Context: an optimization exercise on an open-source flow, tuned for small area. The choices shown serve that exercise and are no tape-out recipe. In this exercise RTL edits were held to simulation tests only and were not proved equivalent to the original. Power and IR drop assume default switching activity. The clock port is modelled as an ideal driver; clocking choices that lean on that would not hold on a real chip.

// imem_loadable
module imem_loadable #(
  parameter int ADDR_W     = 8,
  parameter int INST_BYTES = 4
) (
  input  logic                      clk,
  input  logic                      rst,
  input  logic [ADDR_W-1:0]         pc,
  input  logic                      fetch_req,
  input  logic                      stall,
  input  logic                      load_en,
  input  logic [ADDR_W-1:0]         load_addr,
  input  logic [7:0]                load_data,
  output logic                      ready,
  output logic [8*INST_BYTES-1:0]   inst,
  output logic                      inst_valid,
  output logic                      misaligned
);
  localparam int DEPTH = 1 << ADDR_W;
  localparam int IW    = 8 * INST_BYTES;
  localparam int BW    = (INST_BYTES > 4) ? 3 : (INST_BYTES > 2) ? 2 : (INST_BYTES > 1) ? 1 : 0;
  localparam int ROWS  = DEPTH / INST_BYTES;
  localparam int RW    = ADDR_W - BW;
  logic [ADDR_W-1:0]  clr_ptr_r;
  logic [8*DEPTH-1:0] mem_q;
  logic [8*DEPTH-1:0] mem_d;
  localparam int LW = ADDR_W / 2;
  localparam int HW = ADDR_W - LW;
  logic [DEPTH-1:0]   wr_s;
  logic [DEPTH-1:0]   hold_s;
  logic [7:0]         wd_s;
  logic [(1<<LW)-1:0] pa, pa_n;
  logic [(1<<HW)-1:0] pb, pb_n;
  assign wd_s = load_data & {8{ready}};
  always_comb begin
    for (int i = 0; i < (1 << LW); i++)
      pa[i] = ~ready | (load_en & (load_addr[LW-1:0] == LW'(i)));
    for (int j = 0; j < (1 << HW); j++)
      pb[j] = ~ready | (load_addr[ADDR_W-1:LW] == HW'(j));
  end
  assign pa_n = ~pa;
  assign pb_n = ~pb;
  for (genvar a = 0; a < DEPTH; a++) begin : g_row
    imem_row_ctl u_ctl (
      .pa(pa[a % (1 << LW)]), .pb(pb[a / (1 << LW)]),
      .pa_n(pa_n[a % (1 << LW)]), .pb_n(pb_n[a / (1 << LW)]),
      .hold(hold_s[a]), .wr(wr_s[a])
    );
  end
  for (genvar a = 0; a < 8 * DEPTH; a++) begin : g_bit
  ...
For scale: ~2100 flip-flops, about 64 I/O pins, roughly 74000 um2 of cells after synthesis.
==> flow/config.mk <==
export PLATFORM = sky130hd
export DESIGN_NAME = imem_loadable
export DESIGN_NICKNAME = imem_loadable
export VERILOG_FILES = /design/flow/design.v
export SDC_FILE = /design/flow/constraint.sdc
export NUM_CORES = 4
export LEC_CHECK = 0
export CAP_MARGIN = 20
export CORE_MARGIN = 2
export CORE_UTILIZATION = 65
export CTS_BUF_LIST = sky130_fd_sc_hd__clkbuf_8 sky130_fd_sc_hd__clkbuf_16
export CTS_CLUSTER_DIAMETER = 80
export CTS_CLUSTER_SIZE = 30
export SLEW_MARGIN = 20
export SYNTH_HIERARCHICAL = 1
==> flow/constraint.sdc <==
create_clock -name core_clock -period 10.0 [get_ports {clk}]
set_input_delay 2.0000 -clock core_clock [delete_from_list [all_inputs] [get_ports {clk}]]
set_output_delay 2.0000 -clock core_clock [all_outputs]
set_load 0.01 [all_outputs]
run.sh (not shown) runs the stock make flow with config.mk's settings and CLKGATE_MAP_FILE= SYNTH_SCRIPT=/design/flow/synth_recipe.tcl, a recipe that flattens the netlist after the stock synthesis.
The first run finished with timing, DRC and antenna clean.
Rerun with:
==> flow/flow/run.sh (new file) <==
#!/bin/bash
# The standard layout, with two changes: ports are buffered with the
# smallest buffer, and clock tree synthesis inserts no dummy loads.
set -euo pipefail
bash standard.sh \
  "BUFFER_PORTS_ARGS=-buffer_cell sky130_fd_sc_hd__buf_1" \
  "CTS_ARGS=-sink_clustering_enable -repair_clock_nets -sink_clustering_size 30 -sink_clustering_max_diameter 80 -buf_list {sky130_fd_sc_hd__clkbuf_8 sky130_fd_sc_hd__clkbuf_16} -dont_use_dummy_load" \
  finish > orfs_make.log 2>&1
==> flow/standard.sh (new file) <==
#!/bin/bash
# synth_recipe.tcl (not shown) runs the flow's synth.tcl, then flattens the netlist and writes it again
# the make line also repeats each setting of config.mk as NAME=value (left out here)
make -C /OpenROAD-flow-scripts/flow DESIGN_CONFIG=/design/flow/config.mk WORK_HOME=/design/flow/orfs CLKGATE_MAP_FILE= SYNTH_SCRIPT=/design/flow/synth_recipe.tcl "${@:-finish}"
removed: flow/run.sh
Worst hold slack stays flat.
Sequential power is about the same.
Final area fell by about 0.8%.
Utilization goes down by 0.57 points.
Sequential share of layout area is higher by 0.43 points.
Setup slack improves by 0.33 ns.

==> separate check: timing with driven ports <==
In the flow no input, the clock included, has a driving cell. The finished layouts below were timed again as built, in two steps. Step 1, drivers: a clkbuf_16 drives clk and a buf_2 each remaining input, both assumed. Step 2 times the ports against the registers' clock, not the clock port: input delays grow and output delays shrink by t, the midpoint of the rising clock arrivals with the driver on. Three values: ideal ports, drivers, drivers and shift; two values: the first two.
run	t, ns	slack for setup (ns)	worst hold slack (ns)	worst slew at a driven data input, ns
the first run	0.804	2.969 / 2.861 / 2.057	0.495 / 0.495 / 0.495	0.19
the second run	0.776	3.300 / 3.210 / 2.433	0.493 / 0.493 / 0.493	0.19
After both steps every run listed still meets setup and hold. The setup slack of the first run, which loses most, moves by -0.108 ns with the drivers and by -0.912 ns with both steps.
